This design comes from an exercise in tuning for small area, a short achievable clock period and few clock cycles per item on the open sky130 flow, not from production work. Where RTL was checked, it was by simulation tests only, not by an equivalence proof against the original. Power figures rest on the tool's default switching activity, not on a simulated workload.

==> job 9005 <==
// aud_ima_adpcm_stream_decoder_unit
module aud_ima_adpcm_stream_decoder_unit (
  input  wire logic        clk,
  input  wire logic        rst,
  input  wire logic        s_axis_tvalid,
  output logic             s_axis_tready,
  input  wire logic [7:0]  s_axis_tdata,    
  input  wire logic        s_axis_tlast,    
  output logic             m_axis_tvalid,
  input  wire logic        m_axis_tready,
  output logic [31:0]      m_axis_tdata,    
  output logic             m_axis_tlast     
);
==> flow/config.mk <==
export PLATFORM = sky130hd
export DESIGN_NAME = aud_ima_adpcm_stream_decoder_unit
export DESIGN_NICKNAME = aud_ima_adpcm_stream_decoder_unit
export VERILOG_FILES = /design/flow/design.v
export SDC_FILE = /design/flow/constraint.sdc
export NUM_CORES = 4
export LEC_CHECK = 0
export CAP_MARGIN = 70
export CORE_MARGIN = 2
export CORE_UTILIZATION = 40
export SETUP_SLACK_MARGIN = 5
export SLEW_MARGIN = 70
==> flow/constraint.sdc <==
create_clock -name core_clock -period 11.0 [get_ports {clk}]
set_input_delay 2.2000 -clock core_clock [delete_from_list [all_inputs] [get_ports {clk}]]
set_output_delay 2.2000 -clock core_clock [all_outputs]
set_load 0.01 [all_outputs]
standard.sh (not shown) runs the stock make flow with config.mk's settings and CLKGATE_MAP_FILE= SYNTH_SCRIPT=/design/flow/synth_recipe.tcl, a recipe that flattens the netlist after the stock synthesis.
==> flow/flow/run.sh <==
#!/bin/bash
set -euo pipefail
bash standard.sh SETUP_SLACK_MARGIN=7.5 finish > make_finish.log 2>&1
==> job 7447 (differences from job 9005) <==
--- a/flow/design.v
+++ b/flow/design.v
@@ -62,60 +62,64 @@
   input  wire logic               adv,        
   input  wire logic               push,       
   input  wire logic [7:0]         push_byte,
   input  wire logic               push_last,  
   input  wire logic               emit,       
   input  wire logic               ld_idx,     
-  input  wire logic               ld_lo,      
-  input  wire logic               ld_hi,      
+  input  wire logic               ld_pred,    
+  input  wire logic [15:0]        pred_in,
   input  wire logic [7:0]         byte_in,
   output logic                    room,       
   output logic                    busy,       
   output logic                    out_valid,
   output logic                    out_last,
   output logic signed [15:0]      pred
 );
   logic        v1, qv1, qv2;
   logic [4:0]  e1, q1, q2;
   logic [6:0]  idx;
   logic        v2, l2, s2;
-  logic [15:0] da, db;
+  logic [16:0] da, db;
   logic        pop;
   logic [4:0]  lo, hi;
   logic [3:0]  n1;
   logic [14:0] step;
-  logic [15:0] t0, t1, t2, t3, x, y, a, b;
+  logic        sg;
+  logic [16:0] t0, t1, t2, t3, x, y, a, b;
   logic [16:0] p, fs, fc, sum;
+  logic [17:0] sum2;
   logic [6:0]  idx_n;
   logic signed [7:0] idx_sum;
   logic signed [4:0] adj;
   logic [15:0] pred_n;
   assign room = !qv1;
   assign busy = v1 || v2 || out_valid;
   assign pop  = adv && v1;
   assign lo   = {1'b0, push_byte[3:0]};
   assign hi   = {push_last, push_byte[7:4]};
   assign n1   = e1[3:0];
   aima_step_rom u_rom (.idx(idx), .step(step));
   always_comb begin
-    t0 = {4'd0, step[14:3]};
-    t1 = n1[0] ? {3'd0, step[14:2]} : 16'd0;
-    t2 = n1[1] ? {2'd0, step[14:1]} : 16'd0;
-    t3 = n1[2] ? {1'd0, step} : 16'd0;
+    sg = n1[3];
+    t0 = {5'd0, step[14:3]} ^ {17{sg}};
+    t1 = (n1[0] ? {4'd0, step[14:2]} : 17'd0) ^ {17{sg}};
+    t2 = (n1[1] ? {3'd0, step[14:1]} : 17'd0) ^ {17{sg}};
+    t3 = (n1[2] ? {2'd0, step} : 17'd0) ^ {17{sg}};
     x = t0 ^ t1 ^ t2;
-    y = {(t0[14:0] & t1[14:0]) | (t0[14:0] & t2[14:0]) | (t1[14:0] & t2[14:0]), 1'b0};
+    y = {(t0[15:0] & t1[15:0]) | (t0[15:0] & t2[15:0]) | (t1[15:0] & t2[15:0]), sg};
     a = x ^ y ^ t3;
-    b = {(x[14:0] & y[14:0]) | (x[14:0] & t3[14:0]) | (y[14:0] & t3[14:0]), 1'b0};
+    b = {(x[15:0] & y[15:0]) | (x[15:0] & t3[15:0]) | (y[15:0] & t3[15:0]), sg};
   end
   always_comb begin
-    p   = {pred[15], pred} ^ {17{s2}};
-    fs  = p ^ {1'b0, da} ^ {1'b0, db};
-    fc  = {(p[15:0] & da) | (p[15:0] & db) | (da & db), 1'b0};
-    sum = fs + fc;
+    p   = {pred[15], pred};
+    fs  = p ^ da ^ db;
+    fc  = {(p[15:0] & da[15:0]) | (p[15:0] & db[15:0]) | (da[15:0] & db[15:0]), s2};
+    sum2 = {fs, 1'b1} + {fc, s2};
+    sum  = sum2[17:1];
     if (sum[16] != sum[15]) pred_n = s2 ? 16'h8000 : 16'h7FFF;
-    else                    pred_n = sum[15:0] ^ {16{s2}};
+    else                    pred_n = sum[15:0];
   end
   always_comb begin
     adj = aima_pkg::index_adjust(n1[2:0]);
     idx_sum = $signed({1'b0, idx}) + 8'(adj);
     if (idx_sum < 8'sd0)                                     idx_n = 7'd0;
     else if (idx_sum > $signed({1'b0, aima_pkg::MAX_INDEX})) idx_n = aima_pkg::MAX_INDEX;
@@ -155,16 +159,13 @@
       s2 <= n1[3];
       l2 <= e1[4];
       if (emit)    out_last <= 1'b1;
       else if (v2) out_last <= l2;
     end
     if (adv && v2) pred <= pred_n;
-    else begin
-      if (ld_lo) pred[7:0]  <= byte_in;
-      if (ld_hi) pred[15:8] <= byte_in;
-    end
+    else if (ld_pred) pred <= pred_in;
     if (ld_idx) idx <= (byte_in > {1'b0, aima_pkg::MAX_INDEX}) ? aima_pkg::MAX_INDEX
                                                                : byte_in[6:0];
     else if (pop) idx <= idx_n;
   end
 endmodule
 `default_nettype wire
@@ -736,15 +737,15 @@
   output logic [15:0]             rate,
   output logic                    push,
   output logic [7:0]              push_byte,
   output logic                    push_last,
   output logic                    emit,
   output logic                    ld_idx,
-  output logic                    ld_lo,
-  output logic                    ld_hi,
-  output logic [7:0]              hbyte
+  output logic                    ld_pred,
+  output logic [7:0]              hbyte,
+  output logic [15:0]             hpair       
 );
   logic [3:0][7:0] h;        
   logic        bv;           
   logic        blast;        
   logic [15:0] cand;         
   logic [1:0]  mode;
@@ -769,28 +770,28 @@
     else if (mh[2]) k = 3'd2;
     else if (mh[3]) k = 3'd3;
     else            k = 3'd4;
   end
   assign rb    = h[rp];
   assign hbyte = h[0];
+  assign hpair = {h[0], h[1]};
   assign hdr   = mode == aima_pkg::MODE_FILE_HDR;
   always_comb begin
     unique case (mode)
-      aima_pkg::MODE_FILE_HDR: act = bv && (bpos != 4'd0 || !busy);
+      aima_pkg::MODE_FILE_HDR: act = bv && (bpos != 4'd3 || !busy);
       aima_pkg::MODE_DATA:     act = bv && room && !rpl;
       default:                 act = bv;
     endcase
   end
   assign dec_byte  = room && (rpl || (act && mode == aima_pkg::MODE_DATA));
   assign push      = dec_byte;
   assign push_byte = rb;
   assign push_last = last_byte;
   assign last_byte = (left == 16'd1) || !rpl || rp == 2'd0;
   assign ld_idx  = act && hdr && bpos == 4'd8;
-  assign ld_lo   = act && hdr && bpos == 4'd6;
-  assign ld_hi   = act && hdr && bpos == 4'd7;
+  assign ld_pred = act && hdr && bpos == 4'd7;
   assign emit    = act && hdr && bpos == 4'd11;
   always_comb begin
     mode_n = mode;
     bpos_n = bpos;
     rpl_n  = rpl;
     mh_n   = mh;
@@ -838,26 +839,26 @@
       end
     end
   end
   always_comb begin
     bv_n = take || (bv && !act);
     unique case (mode_n)
-      aima_pkg::MODE_FILE_HDR:  uncond_n = bpos_n != 4'd0;
+      aima_pkg::MODE_FILE_HDR:  uncond_n = bpos_n != 4'd3;
       aima_pkg::MODE_CHUNK_HDR: uncond_n = !(bpos_n == 4'd7 && (|mh_n));
       aima_pkg::MODE_SCAN:      uncond_n = 1'b1;
       default:                  uncond_n = 1'b0;
     endcase
   end
   always_ff @(posedge clk) begin
     if (rst) begin
       mode     <= aima_pkg::MODE_FILE_HDR;
       bpos     <= 4'd0;
       bv       <= 1'b0;
       rpl      <= 1'b0;
       rp       <= 2'd0;
-      in_ready <= 1'b0;
+      in_ready <= 1'b1;
     end else begin
       mode     <= mode_n;
       bpos     <= bpos_n;
       bv       <= bv_n;
       rpl      <= rpl_n;
       in_ready <= !rpl_n && (!bv_n || uncond_n);
@@ -872,14 +873,13 @@
     if (take) begin
       h     <= {h[2:0], in_byte};
       blast <= in_end;
       if (in_byte == 8'hAF) cand <= {h[2], h[3]};
     end
     if (act) mh <= mh_n[4:1];
-    if (act && hdr && bpos == 4'd0) rate[7:0]  <= h[0];
-    if (act && hdr && bpos == 4'd1) rate[15:8] <= h[0];
+    if (act && hdr && bpos == 4'd3) rate <= {h[2], h[3]};
     if (act && (mode == aima_pkg::MODE_CHUNK_HDR || mode == aima_pkg::MODE_SCAN) && match)
       left <= cand;
     else if (dec_byte) left <= left - 16'd1;
   end
 endmodule
 `default_nettype wire
@@ -893,28 +893,29 @@
   input  wire logic        s_axis_tlast,    
   output logic             m_axis_tvalid,
   input  wire logic        m_axis_tready,
   output logic [31:0]      m_axis_tdata,    
   output logic             m_axis_tlast     
 );
-  logic        adv, room, busy, push, push_last, emit, ld_idx, ld_lo, ld_hi;
+  logic        adv, room, busy, push, push_last, emit, ld_idx, ld_pred;
   logic [7:0]  push_byte, hbyte;
+  logic [15:0] hpair;
   logic [15:0] rate;
   logic signed [15:0] pred;
   assign adv = !m_axis_tvalid || m_axis_tready;
   aima_control u_ctrl (
     .clk(clk), .rst(rst),
     .in_valid(s_axis_tvalid), .in_ready(s_axis_tready),
     .in_byte(s_axis_tdata), .in_end(s_axis_tlast),
     .room(room), .busy(busy), .rate(rate),
     .push(push), .push_byte(push_byte), .push_last(push_last), .emit(emit),
-    .ld_idx(ld_idx), .ld_lo(ld_lo), .ld_hi(ld_hi), .hbyte(hbyte)
+    .ld_idx(ld_idx), .ld_pred(ld_pred), .hbyte(hbyte), .hpair(hpair)
   );
   aima_datapath u_dp (
     .clk(clk), .rst(rst), .adv(adv), .push(push), .push_byte(push_byte),
-    .push_last(push_last), .emit(emit), .ld_idx(ld_idx), .ld_lo(ld_lo),
-    .ld_hi(ld_hi), .byte_in(hbyte), .room(room), .busy(busy),
+    .push_last(push_last), .emit(emit), .ld_idx(ld_idx), .ld_pred(ld_pred),
+    .pred_in(hpair), .byte_in(hbyte), .room(room), .busy(busy),
     .out_valid(m_axis_tvalid), .out_last(m_axis_tlast), .pred(pred)
   );
   assign m_axis_tdata = {rate, pred};
 endmodule
 `default_nettype wire
==> job 1271 (differences from job 9005) <==
--- a/flow/design.v
+++ b/flow/design.v
@@ -62,60 +62,64 @@
   input  wire logic               adv,        
   input  wire logic               push,       
   input  wire logic [7:0]         push_byte,
   input  wire logic               push_last,  
   input  wire logic               emit,       
   input  wire logic               ld_idx,     
-  input  wire logic               ld_lo,      
-  input  wire logic               ld_hi,      
+  input  wire logic               ld_pred,    
+  input  wire logic [15:0]        pred_in,
   input  wire logic [7:0]         byte_in,
   output logic                    room,       
   output logic                    busy,       
   output logic                    out_valid,
   output logic                    out_last,
   output logic signed [15:0]      pred
 );
   logic        v1, qv1, qv2;
   logic [4:0]  e1, q1, q2;
   logic [6:0]  idx;
   logic        v2, l2, s2;
-  logic [15:0] da, db;
+  logic [16:0] da, db;
   logic        pop;
   logic [4:0]  lo, hi;
   logic [3:0]  n1;
   logic [14:0] step;
-  logic [15:0] t0, t1, t2, t3, x, y, a, b;
+  logic        sg;
+  logic [16:0] t0, t1, t2, t3, x, y, a, b;
   logic [16:0] p, fs, fc, sum;
+  logic [17:0] sum2;
   logic [6:0]  idx_n;
   logic signed [7:0] idx_sum;
   logic signed [4:0] adj;
   logic [15:0] pred_n;
   assign room = !qv1;
   assign busy = v1 || v2 || out_valid;
   assign pop  = adv && v1;
   assign lo   = {1'b0, push_byte[3:0]};
   assign hi   = {push_last, push_byte[7:4]};
   assign n1   = e1[3:0];
   aima_step_rom u_rom (.idx(idx), .step(step));
   always_comb begin
-    t0 = {4'd0, step[14:3]};
-    t1 = n1[0] ? {3'd0, step[14:2]} : 16'd0;
-    t2 = n1[1] ? {2'd0, step[14:1]} : 16'd0;
-    t3 = n1[2] ? {1'd0, step} : 16'd0;
+    sg = n1[3];
+    t0 = {5'd0, step[14:3]} ^ {17{sg}};
+    t1 = (n1[0] ? {4'd0, step[14:2]} : 17'd0) ^ {17{sg}};
+    t2 = (n1[1] ? {3'd0, step[14:1]} : 17'd0) ^ {17{sg}};
+    t3 = (n1[2] ? {2'd0, step} : 17'd0) ^ {17{sg}};
     x = t0 ^ t1 ^ t2;
-    y = {(t0[14:0] & t1[14:0]) | (t0[14:0] & t2[14:0]) | (t1[14:0] & t2[14:0]), 1'b0};
+    y = {(t0[15:0] & t1[15:0]) | (t0[15:0] & t2[15:0]) | (t1[15:0] & t2[15:0]), sg};
     a = x ^ y ^ t3;
-    b = {(x[14:0] & y[14:0]) | (x[14:0] & t3[14:0]) | (y[14:0] & t3[14:0]), 1'b0};
+    b = {(x[15:0] & y[15:0]) | (x[15:0] & t3[15:0]) | (y[15:0] & t3[15:0]), sg};
   end
   always_comb begin
-    p   = {pred[15], pred} ^ {17{s2}};
-    fs  = p ^ {1'b0, da} ^ {1'b0, db};
-    fc  = {(p[15:0] & da) | (p[15:0] & db) | (da & db), 1'b0};
-    sum = fs + fc;
+    p   = {pred[15], pred};
+    fs  = p ^ da ^ db;
+    fc  = {(p[15:0] & da[15:0]) | (p[15:0] & db[15:0]) | (da[15:0] & db[15:0]), s2};
+    sum2 = {fs, 1'b1} + {fc, s2};
+    sum  = sum2[17:1];
     if (sum[16] != sum[15]) pred_n = s2 ? 16'h8000 : 16'h7FFF;
-    else                    pred_n = sum[15:0] ^ {16{s2}};
+    else                    pred_n = sum[15:0];
   end
   always_comb begin
     adj = aima_pkg::index_adjust(n1[2:0]);
     idx_sum = $signed({1'b0, idx}) + 8'(adj);
     if (idx_sum < 8'sd0)                                     idx_n = 7'd0;
     else if (idx_sum > $signed({1'b0, aima_pkg::MAX_INDEX})) idx_n = aima_pkg::MAX_INDEX;
@@ -155,16 +159,13 @@
       s2 <= n1[3];
       l2 <= e1[4];
       if (emit)    out_last <= 1'b1;
       else if (v2) out_last <= l2;
     end
     if (adv && v2) pred <= pred_n;
-    else begin
-      if (ld_lo) pred[7:0]  <= byte_in;
-      if (ld_hi) pred[15:8] <= byte_in;
-    end
+    else if (ld_pred) pred <= pred_in;
     if (ld_idx) idx <= (byte_in > {1'b0, aima_pkg::MAX_INDEX}) ? aima_pkg::MAX_INDEX
                                                                : byte_in[6:0];
     else if (pop) idx <= idx_n;
   end
 endmodule
 `default_nettype wire
@@ -736,15 +737,15 @@
   output logic [15:0]             rate,
   output logic                    push,
   output logic [7:0]              push_byte,
   output logic                    push_last,
   output logic                    emit,
   output logic                    ld_idx,
-  output logic                    ld_lo,
-  output logic                    ld_hi,
-  output logic [7:0]              hbyte
+  output logic                    ld_pred,
+  output logic [7:0]              hbyte,
+  output logic [15:0]             hpair       
 );
   logic [3:0][7:0] h;        
   logic        bv;           
   logic        blast;        
   logic [15:0] cand;         
   logic [1:0]  mode;
@@ -769,28 +770,28 @@
     else if (mh[2]) k = 3'd2;
     else if (mh[3]) k = 3'd3;
     else            k = 3'd4;
   end
   assign rb    = h[rp];
   assign hbyte = h[0];
+  assign hpair = {h[0], h[1]};
   assign hdr   = mode == aima_pkg::MODE_FILE_HDR;
   always_comb begin
     unique case (mode)
-      aima_pkg::MODE_FILE_HDR: act = bv && (bpos != 4'd0 || !busy);
+      aima_pkg::MODE_FILE_HDR: act = bv && (bpos != 4'd3 || !busy);
       aima_pkg::MODE_DATA:     act = bv && room && !rpl;
       default:                 act = bv;
     endcase
   end
   assign dec_byte  = room && (rpl || (act && mode == aima_pkg::MODE_DATA));
   assign push      = dec_byte;
   assign push_byte = rb;
   assign push_last = last_byte;
   assign last_byte = (left == 16'd1) || !rpl || rp == 2'd0;
   assign ld_idx  = act && hdr && bpos == 4'd8;
-  assign ld_lo   = act && hdr && bpos == 4'd6;
-  assign ld_hi   = act && hdr && bpos == 4'd7;
+  assign ld_pred = act && hdr && bpos == 4'd7;
   assign emit    = act && hdr && bpos == 4'd11;
   always_comb begin
     mode_n = mode;
     bpos_n = bpos;
     rpl_n  = rpl;
     mh_n   = mh;
@@ -838,26 +839,26 @@
       end
     end
   end
   always_comb begin
     bv_n = take || (bv && !act);
     unique case (mode_n)
-      aima_pkg::MODE_FILE_HDR:  uncond_n = bpos_n != 4'd0;
+      aima_pkg::MODE_FILE_HDR:  uncond_n = bpos_n != 4'd3;
       aima_pkg::MODE_CHUNK_HDR: uncond_n = !(bpos_n == 4'd7 && (|mh_n));
       aima_pkg::MODE_SCAN:      uncond_n = 1'b1;
       default:                  uncond_n = 1'b0;
     endcase
   end
   always_ff @(posedge clk) begin
     if (rst) begin
       mode     <= aima_pkg::MODE_FILE_HDR;
       bpos     <= 4'd0;
       bv       <= 1'b0;
       rpl      <= 1'b0;
       rp       <= 2'd0;
-      in_ready <= 1'b0;
+      in_ready <= 1'b1;
     end else begin
       mode     <= mode_n;
       bpos     <= bpos_n;
       bv       <= bv_n;
       rpl      <= rpl_n;
       in_ready <= !rpl_n && (!bv_n || uncond_n);
@@ -872,14 +873,13 @@
     if (take) begin
       h     <= {h[2:0], in_byte};
       blast <= in_end;
       if (in_byte == 8'hAF) cand <= {h[2], h[3]};
     end
     if (act) mh <= mh_n[4:1];
-    if (act && hdr && bpos == 4'd0) rate[7:0]  <= h[0];
-    if (act && hdr && bpos == 4'd1) rate[15:8] <= h[0];
+    if (act && hdr && bpos == 4'd3) rate <= {h[2], h[3]};
     if (act && (mode == aima_pkg::MODE_CHUNK_HDR || mode == aima_pkg::MODE_SCAN) && match)
       left <= cand;
     else if (dec_byte) left <= left - 16'd1;
   end
 endmodule
 `default_nettype wire
@@ -893,28 +893,29 @@
   input  wire logic        s_axis_tlast,    
   output logic             m_axis_tvalid,
   input  wire logic        m_axis_tready,
   output logic [31:0]      m_axis_tdata,    
   output logic             m_axis_tlast     
 );
-  logic        adv, room, busy, push, push_last, emit, ld_idx, ld_lo, ld_hi;
+  logic        adv, room, busy, push, push_last, emit, ld_idx, ld_pred;
   logic [7:0]  push_byte, hbyte;
+  logic [15:0] hpair;
   logic [15:0] rate;
   logic signed [15:0] pred;
   assign adv = !m_axis_tvalid || m_axis_tready;
   aima_control u_ctrl (
     .clk(clk), .rst(rst),
     .in_valid(s_axis_tvalid), .in_ready(s_axis_tready),
     .in_byte(s_axis_tdata), .in_end(s_axis_tlast),
     .room(room), .busy(busy), .rate(rate),
     .push(push), .push_byte(push_byte), .push_last(push_last), .emit(emit),
-    .ld_idx(ld_idx), .ld_lo(ld_lo), .ld_hi(ld_hi), .hbyte(hbyte)
+    .ld_idx(ld_idx), .ld_pred(ld_pred), .hbyte(hbyte), .hpair(hpair)
   );
   aima_datapath u_dp (
     .clk(clk), .rst(rst), .adv(adv), .push(push), .push_byte(push_byte),
-    .push_last(push_last), .emit(emit), .ld_idx(ld_idx), .ld_lo(ld_lo),
-    .ld_hi(ld_hi), .byte_in(hbyte), .room(room), .busy(busy),
+    .push_last(push_last), .emit(emit), .ld_idx(ld_idx), .ld_pred(ld_pred),
+    .pred_in(hpair), .byte_in(hbyte), .room(room), .busy(busy),
     .out_valid(m_axis_tvalid), .out_last(m_axis_tlast), .pred(pred)
   );
   assign m_axis_tdata = {rate, pred};
 endmodule
 `default_nettype wire
==> flow/flow/run.sh (replaced) <==
#!/bin/bash
set -euo pipefail
bash standard.sh SETUP_SLACK_MARGIN=7 \
  CTS_ARGS="-sink_clustering_enable -repair_clock_nets -dont_use_dummy_load" \
  finish > make_finish.log 2>&1
Settings changed: TNS_END_PERCENT set to 5.
==> summary of the runs <==
- Job 1271 completed without violations. Job 9005 finished with timing, DRC and antenna clean. Job 7447 finished with timing, DRC and antenna clean.
- Setup slack: job 9005 is lower than job 1271 (0.32 ns).
- Global-route usage: job 7447 > job 1271 > job 9005.
- In job 9005 the die area is smaller than in job 7447, by about 2.3%.
- Total power, lowest first: job 1271, job 9005, job 7447.
Testbench counts of job 7447, summed over its fixed seeds: cycles 33,056, samples 31,880.
Testbench counts of job 1271, summed over its fixed seeds: cycles 33,056, samples 31,880.
Function not checked in job 9005: the RTL went through the layout flow alone.

## static timing again, ports no longer ideal
In the flow no input, the clock included, has a driving cell. The finished layouts below were timed again as built, in two steps.
Step 1 sets driving cells, clkbuf_16 on the clock port and buf_2 on the other inputs (assumed; they add their load-dependent delay and slew).
Step 2, shift: input delay + t, output delay - t, t = (earliest + latest rising clock arrival at the registers) / 2. This alone moves slack from input paths to output paths.
Three values: no drivers, after step 1, after step 2; two values: the first two.
| run | t, ns | setup slack, ns | hold WS [ns] | worst setup path at the end | worst register clock-pin slew, ns |
|---|---|---|---|---|---|
| job 9005 | 0.477 | 6.836 / 6.836 / 6.836 | 0.414 / 0.414 / 0.414 | register to register | 0.08 / 0.08 |
| job 7447 | 0.472 | 7.445 / 7.400 / 7.126 | 0.443 / 0.443 / 0.443 | input to register | 0.08 / 0.08 |
| job 1271 | 0.463 | 7.152 / 7.152 / 6.720 | 0.439 / 0.439 / 0.439 | input to register | 0.08 / 0.08 |
After both steps setup and hold are still met in every run listed. For job 1271, which loses most, drivers alone change the setup slack by 0.000 ns; drivers and shift together by -0.432 ns.
